From an optimization exercise on the open Yosys and OpenROAD flow, aimed at small area; shortcuts taken in it are not production practice.
The RTL was checked by simulation tests, not by an equivalence proof against the original design.

## oak
// osc_phase_multi
module osc_phase_multi #(
  parameter int ACC_W = 24,
  parameter int OUT_W = 16
) (
  input  logic             clk,
  input  logic             rst_n,
  input  logic             sample_en,
  input  logic [ACC_W-1:0] inc_in,
  input  logic             inc_load,
  input  logic             sync,
  input  logic [OUT_W-1:0] duty,
  input  logic [OUT_W-1:0] amp,
  output logic             inc_pending,
  output logic [OUT_W-1:0] saw,
  output logic [OUT_W-1:0] tri_o,
  output logic [OUT_W-1:0] sqr,
  output logic             out_valid,
  output logic             wrap
);
For scale: roughly 1200 cells after synthesis, roughly 110 I/O pins, about 13000 um^2 of cells after synthesis.
export LEC_CHECK = 0
export CAP_MARGIN = 20
export CORE_MARGIN = 2
export CORE_UTILIZATION = 40
export GPL_TIMING_DRIVEN = 0
export SLEW_MARGIN = 20
export SYNTH_HIERARCHICAL = 1
export SYNTH_MINIMUM_KEEP_SIZE = 0
create_clock -name core_clock -period 8.0 [get_ports {clk}]
standard.sh (not shown) runs the stock make flow with config.mk's settings and CLKGATE_MAP_FILE= SYNTH_SCRIPT=/design/flow/synth_recipe.tcl, a recipe that flattens the netlist after the stock synthesis.
==> flow/flow/run.sh <==
#!/bin/bash
set -euo pipefail
export BUFFER_PORTS_ARGS="-buffer_cell sky130_fd_sc_hd__buf_1"
export CTS_ARGS="-sink_clustering_enable -repair_clock_nets -dont_use_dummy_load -buf_list sky130_fd_sc_hd__clkbuf_8 -root_buf sky130_fd_sc_hd__clkbuf_8"
R=orfs/results/sky130hd/osc_phase_multi/base
bash standard.sh synth > synth.log 2>&1
DS_ODB=$R/1_synth.odb openroad -no_init -exit flow/downsize.tcl > downsize.log 2>&1
bash standard.sh > flow.log 2>&1
==> flow/flow/downsize.tcl <==
# Swap every combinational cell to the smallest-area cell of the same
# function family (same name up to the drive-strength suffix, same pins);
# the flow's later repair steps size cells up again where timing needs it.
set db [ord::get_db]
read_db $::env(DS_ODB)

set masters [dict create]
foreach lib [$db getLibs] { foreach m [$lib getMasters] {
  set n [$m getName]
  if {[regexp {^(sky130_fd_sc_hd__[a-z0-9]+)_([0-9]+)$} $n -> base sz]} {
    set area [expr {[$m getWidth] * [$m getHeight]}]
    # smallest area; among equal areas the strongest drive
    if {![dict exists $masters $base]} {
      dict set masters $base [list $m $area $sz]
    } else {
      lassign [dict get $masters $base] bm ba bs
      if {$area < $ba || ($area == $ba && $sz > $bs)} {
        dict set masters $base [list $m $area $sz]
      }
    }
  }
} }
set dont_use [expr {[info exists ::env(DONT_USE_CELLS)] ? [split $::env(DONT_USE_CELLS)] : {}}]
set n 0
set sw [dict create]
foreach inst [[[$db getChip] getBlock] getInsts] {
  set m [$inst getMaster]
  set name [$m getName]
  if {![regexp {^(sky130_fd_sc_hd__[a-z0-9]+)_([0-9]+)$} $name -> base sz]} continue
  if {[regexp {^sky130_fd_sc_hd__(df|sdf|edf|dl|clk|conb|tap|fill|decap)} $name]} continue
  if {![dict exists $masters $base]} continue
  set best [lindex [dict get $masters $base] 0]
  if {$best eq $m} continue
  if {[lsearch -exact $dont_use [$best getName]] >= 0} continue
  if {[$inst swapMaster $best]} { incr n; dict incr sw "$name->[$best getName]" }
}
puts "downsize: swapped $n instances: $sw"
write_db $::env(DS_ODB)
What pine does differently from oak at the input level:
diff --git a/flow/config.mk b/flow/config.mk
--- a/flow/config.mk
+++ b/flow/config.mk
@@ -10,3 +10,2 @@
 export CORE_UTILIZATION = 40
-export GPL_TIMING_DRIVEN = 0
 export SLEW_MARGIN = 20
==> notes.md <==
- Going from oak to pine, hold slack moved up, clock insertion delay at the later pin of the skew report level, net total in the final layout moved down.
For birch, these inputs were changed with respect to pine:
diff --git a/flow/config.mk b/flow/config.mk
--- a/flow/config.mk
+++ b/flow/config.mk
@@ -9,3 +9,5 @@
 export CORE_MARGIN = 2
-export CORE_UTILIZATION = 40
+export CORE_UTILIZATION = 65
+export GPL_TIMING_DRIVEN = 0
+export PLACE_DENSITY = 0.8
 export SLEW_MARGIN = 20
### Flow results
- | worst slack after detailed placement | birch vs pine | worse |
- The total die area in birch sits 38% below the value recorded for pine.
- The post-route non-filler standard cell count in pine is 1.08 times that in birch.
- Looking at non-clock buffer count, birch sits above pine.
- Uppermost layer routed = met4: birch; uppermost layer routed = met5: pine
- The standard cells in birch occupy less silicon area than those in pine do.
- Compared with pine, in birch number of antenna violations at the first check in global routing now sits lower; first-iteration DRC count now sits higher.

---

Setup of build 67:
osc_phase_multi, a different RTL version from the one above (not shown whole).
Size: ~1300 cells after synthesis.
clock: 8.0 ns
lec_check: 0
cap_margin: 20
core_margin: 2
core_utilization: 40
slew_margin: 20
synth_hierarchical: 1
synth_minimum_keep_size: 0
==> flow/flow/run.sh <==
#!/bin/bash
set -euo pipefail
export BUFFER_PORTS_ARGS="-buffer_cell sky130_fd_sc_hd__buf_1"
export CTS_ARGS="-repair_clock_nets -dont_use_dummy_load -buf_list sky130_fd_sc_hd__clkbuf_8 -root_buf sky130_fd_sc_hd__clkbuf_8"
R=orfs/results/sky130hd/osc_phase_multi/base
bash standard.sh synth > synth.log 2>&1
DS_ODB=$R/1_synth.odb openroad -no_init -exit flow/downsize.tcl > downsize.log 2>&1
bash standard.sh > flow.log 2>&1
Scripts as last shown in full above: flow/flow/downsize.tcl
Build 67 | status: complete | timing, DRC, antenna: pass
## Diff of input files: build 4 against build 67
==> flow/flow/run.sh <==
#!/bin/bash
set -euo pipefail
export BUFFER_PORTS_ARGS="-buffer_cell sky130_fd_sc_hd__buf_1"
export CTS_ARGS="-sink_clustering_enable -repair_clock_nets -dont_use_dummy_load -buf_list sky130_fd_sc_hd__clkbuf_8 -root_buf sky130_fd_sc_hd__clkbuf_8"
bash standard.sh > flow.log 2>&1
removed: flow/flow/downsize.tcl
[summary]
The slowest cell on the critical path comes out sky130_fd_sc_hd__o21ai_1 in one run and sky130_fd_sc_hd__mux2_2 in the other, namely in build 67 and build 4 respectively. Build 67 → build 4: setup slack of the critical path after layout now sits higher, worst slack on hold paths now sits lower, number of hold-slack violations in the final timing report now sits at about the same level. On build 4: via count of the first global-routing pass is 4.0% higher than what build 67 gave. Sum of buffers and inverters on the critical path: higher on build 67.
[inputs] build 37 vs build 4
==> flow/flow/run.sh <==
#!/bin/bash
set -euo pipefail
export BUFFER_PORTS_ARGS="-buffer_cell sky130_fd_sc_hd__buf_1"
export CTS_ARGS="-sink_clustering_enable -repair_clock_nets -dont_use_dummy_load -buf_list sky130_fd_sc_hd__clkbuf_8 -root_buf sky130_fd_sc_hd__clkbuf_8 -sink_clustering_size 32"
R=orfs/results/sky130hd/osc_phase_multi/base
bash standard.sh synth > synth.log 2>&1
DS_ODB=$R/1_synth.odb openroad -no_init -exit flow/downsize.tcl > downsize.log 2>&1
bash standard.sh > flow.log 2>&1
==> flow/flow/downsize.tcl (new file) <==
# Swap every combinational cell to the smallest-area cell of the same
# function family (same name up to the drive-strength suffix, same pins);
# the flow's later repair steps size cells up again where timing needs it.
set db [ord::get_db]
read_db $::env(DS_ODB)

set masters [dict create]
foreach lib [$db getLibs] { foreach m [$lib getMasters] {
  set n [$m getName]
  if {[regexp {^(sky130_fd_sc_hd__[a-z0-9]+)_([0-9]+)$} $n -> base sz]} {
    set area [expr {[$m getWidth] * [$m getHeight]}]
    # smallest area; among equal areas the strongest drive
    if {![dict exists $masters $base]} {
      dict set masters $base [list $m $area $sz]
    } else {
      lassign [dict get $masters $base] bm ba bs
      if {$area < $ba || ($area == $ba && $sz > $bs)} {
        dict set masters $base [list $m $area $sz]
      }
    }
  }
} }
set dont_use [expr {[info exists ::env(DONT_USE_CELLS)] ? [split $::env(DONT_USE_CELLS)] : {}}]
set n 0
set sw [dict create]
foreach inst [[[$db getChip] getBlock] getInsts] {
  set m [$inst getMaster]
  set name [$m getName]
  if {![regexp {^(sky130_fd_sc_hd__[a-z0-9]+)_([0-9]+)$} $name -> base sz]} continue
  if {[regexp {^sky130_fd_sc_hd__(df|sdf|edf|dl|clk|conb|tap|fill|decap)} $name]} continue
  if {![dict exists $masters $base]} continue
  set best [lindex [dict get $masters $base] 0]
  if {$best eq $m} continue
  if {[lsearch -exact $dont_use [$best getName]] >= 0} continue
  if {[$inst swapMaster $best]} { incr n; dict incr sw "$name->[$best getName]" }
}
puts "downsize: swapped $n instances: $sw"
write_db $::env(DS_ODB)
Notes after the runs:
- Non-clock buffer count in build 37 is 3 lower than in build 4
- Per the final summary, build 4 finished and its layout is clean on timing, DRC and antenna.
- Build 37 completed every stage of the flow, and the final layout passed the timing, design-rule and antenna checks.
- Routed wire length | build 37 below build 4
## Diff of input files: build 35 against build 37
==> flow/flow/run.sh <==
#!/bin/bash
set -euo pipefail
export BUFFER_PORTS_ARGS="-buffer_cell sky130_fd_sc_hd__buf_1"
export CTS_ARGS="-sink_clustering_enable -repair_clock_nets -dont_use_dummy_load -buf_list sky130_fd_sc_hd__clkbuf_8 -root_buf sky130_fd_sc_hd__clkbuf_8"
R=orfs/results/sky130hd/osc_phase_multi/base
bash standard.sh synth > synth.log 2>&1
DS_ODB=$R/1_synth.odb openroad -no_init -exit flow/downsize.tcl > downsize.log 2>&1
bash standard.sh > flow.log 2>&1
Findings:
- Build 35 -> build 37: minimum clock period delta 0, exact match
- Build 37 -> build 35: global-route usage delta 0, exact match
- Final cell count without fillers came out exactly the same in build 37 and build 35.
- Met3 track demand over resource came out exactly the same in build 37 and build 35.
- Reported for build 37 and build 35, routed length per instance turned out identical to the last digit.
- Taking build 37 as the reference, in build 35 synthesized cell count closely matched the old numbers, post-route core utilization essentially unchanged, post-route fraction of the period consumed by the critical path now sits at about the same level, floorplan core area essentially unchanged.
Input changes introduced in build 54 (baseline for comparison: build 35):
==> flow/flow/run.sh <==
#!/bin/bash
set -euo pipefail
export BUFFER_PORTS_ARGS="-buffer_cell sky130_fd_sc_hd__buf_1"
export CTS_ARGS="-sink_clustering_enable -repair_clock_nets -dont_use_dummy_load -buf_list sky130_fd_sc_hd__clkbuf_8 -root_buf sky130_fd_sc_hd__clkbuf_8 -sink_clustering_levels 1 -sink_clustering_size 40 -sink_clustering_max_diameter 200"
R=orfs/results/sky130hd/osc_phase_multi/base
bash standard.sh synth > synth.log 2>&1
DS_ODB=$R/1_synth.odb openroad -no_init -exit flow/downsize.tcl > downsize.log 2>&1
bash standard.sh > flow.log 2>&1
==> notes.md <==
Build 54 ended with every stage complete and zero timing, DRC or antenna violations. Reported for build 35 and build 54, area of the core turned out identical to the last digit. Buffer share of cell area: build 35 vs build 54 identical. Re share of final-layout standard cells stronger than drive strength 1: no difference whatsoever between build 35 and build 54.
Setup changes, build 54 to build 52
==> flow/flow/run.sh <==
#!/bin/bash
set -euo pipefail
export BUFFER_PORTS_ARGS="-buffer_cell sky130_fd_sc_hd__buf_1"
export CTS_ARGS="-sink_clustering_enable -repair_clock_nets -dont_use_dummy_load -buf_list sky130_fd_sc_hd__clkbuf_8 -root_buf sky130_fd_sc_hd__clkbuf_8 -sink_clustering_size 30 -sink_clustering_max_diameter 150"
R=orfs/results/sky130hd/osc_phase_multi/base
bash standard.sh synth > synth.log 2>&1
DS_ODB=$R/1_synth.odb openroad -no_init -exit flow/downsize.tcl > downsize.log 2>&1
bash standard.sh > flow.log 2>&1
### Flow results
The final layout from build 54, which completed every stage, passed the timing, design-rule and antenna checks at the end of the flow. The final layout from build 52, which completed every stage, passed the timing, design-rule and antenna checks at the end of the flow. Re wire length per cell: no difference whatsoever between build 52 and build 54. Re non-clock buffer count: no difference whatsoever between build 54 and build 52. Diff build 52..build 54 | maximum level of the CTS H-tree | unchanged. Re synthesized net count: no difference whatsoever between build 52 and build 54. Build 52 vs. build 54: worst setup slack before clock tree synthesis flat, area of the multi-input gates flat, final hold violation count flat, measured slew at the worst slew-check pin flat.

-- re-timing with driven ports --
Ports are ideal in the flow. The routed layouts listed here were re-timed in OpenROAD. Step 1, drivers: a clkbuf_16 drives clk and a buf_2 each remaining input, both assumed. Step 2 adds t to the input delays and takes it off the output delays; t is the mean of the earliest and latest rising clock arrival at the registers after step 1. Input paths then give back, and output paths get back, about the clock's delay inside the block. Three values: no drivers, after step 1, after step 2; two values: the first two.
run	t, ns	setup WS [ns]	worst hold slack (ns)	worst setup path at the end	worst data-port slew with drivers (ns)
oak	0.502	0.452 / 0.408 / 0.207	0.328 / 0.328 / 0.328	input to register	0.06
pine	0.494	0.664 / 0.617 / 0.325	0.350 / 0.350 / 0.350	input to register	0.06
birch	0.485	0.348 / 0.308 / 0.214	0.327 / 0.327 / 0.327	input to register	0.06
build 67	0.483	0.878 / 0.904 / 0.421	0.367 / 0.367 / 0.367	input to register	0.04
build 4	0.491	1.233 / 1.253 / 0.762	0.347 / 0.347 / 0.347	input to register	0.05
build 37	0.483	0.878 / 0.904 / 0.421	0.367 / 0.367 / 0.367	input to register	0.04
build 35	0.483	0.878 / 0.904 / 0.421	0.367 / 0.367 / 0.367	input to register	0.04
build 54	0.483	0.878 / 0.904 / 0.421	0.367 / 0.367 / 0.367	input to register	0.04
build 52	0.483	0.878 / 0.904 / 0.421	0.367 / 0.367 / 0.367	input to register	0.04
After both steps every run listed still meets setup and hold. The setup slack of build 4, which loses most, moves by +0.020 ns with the drivers and by -0.471 ns with both steps.
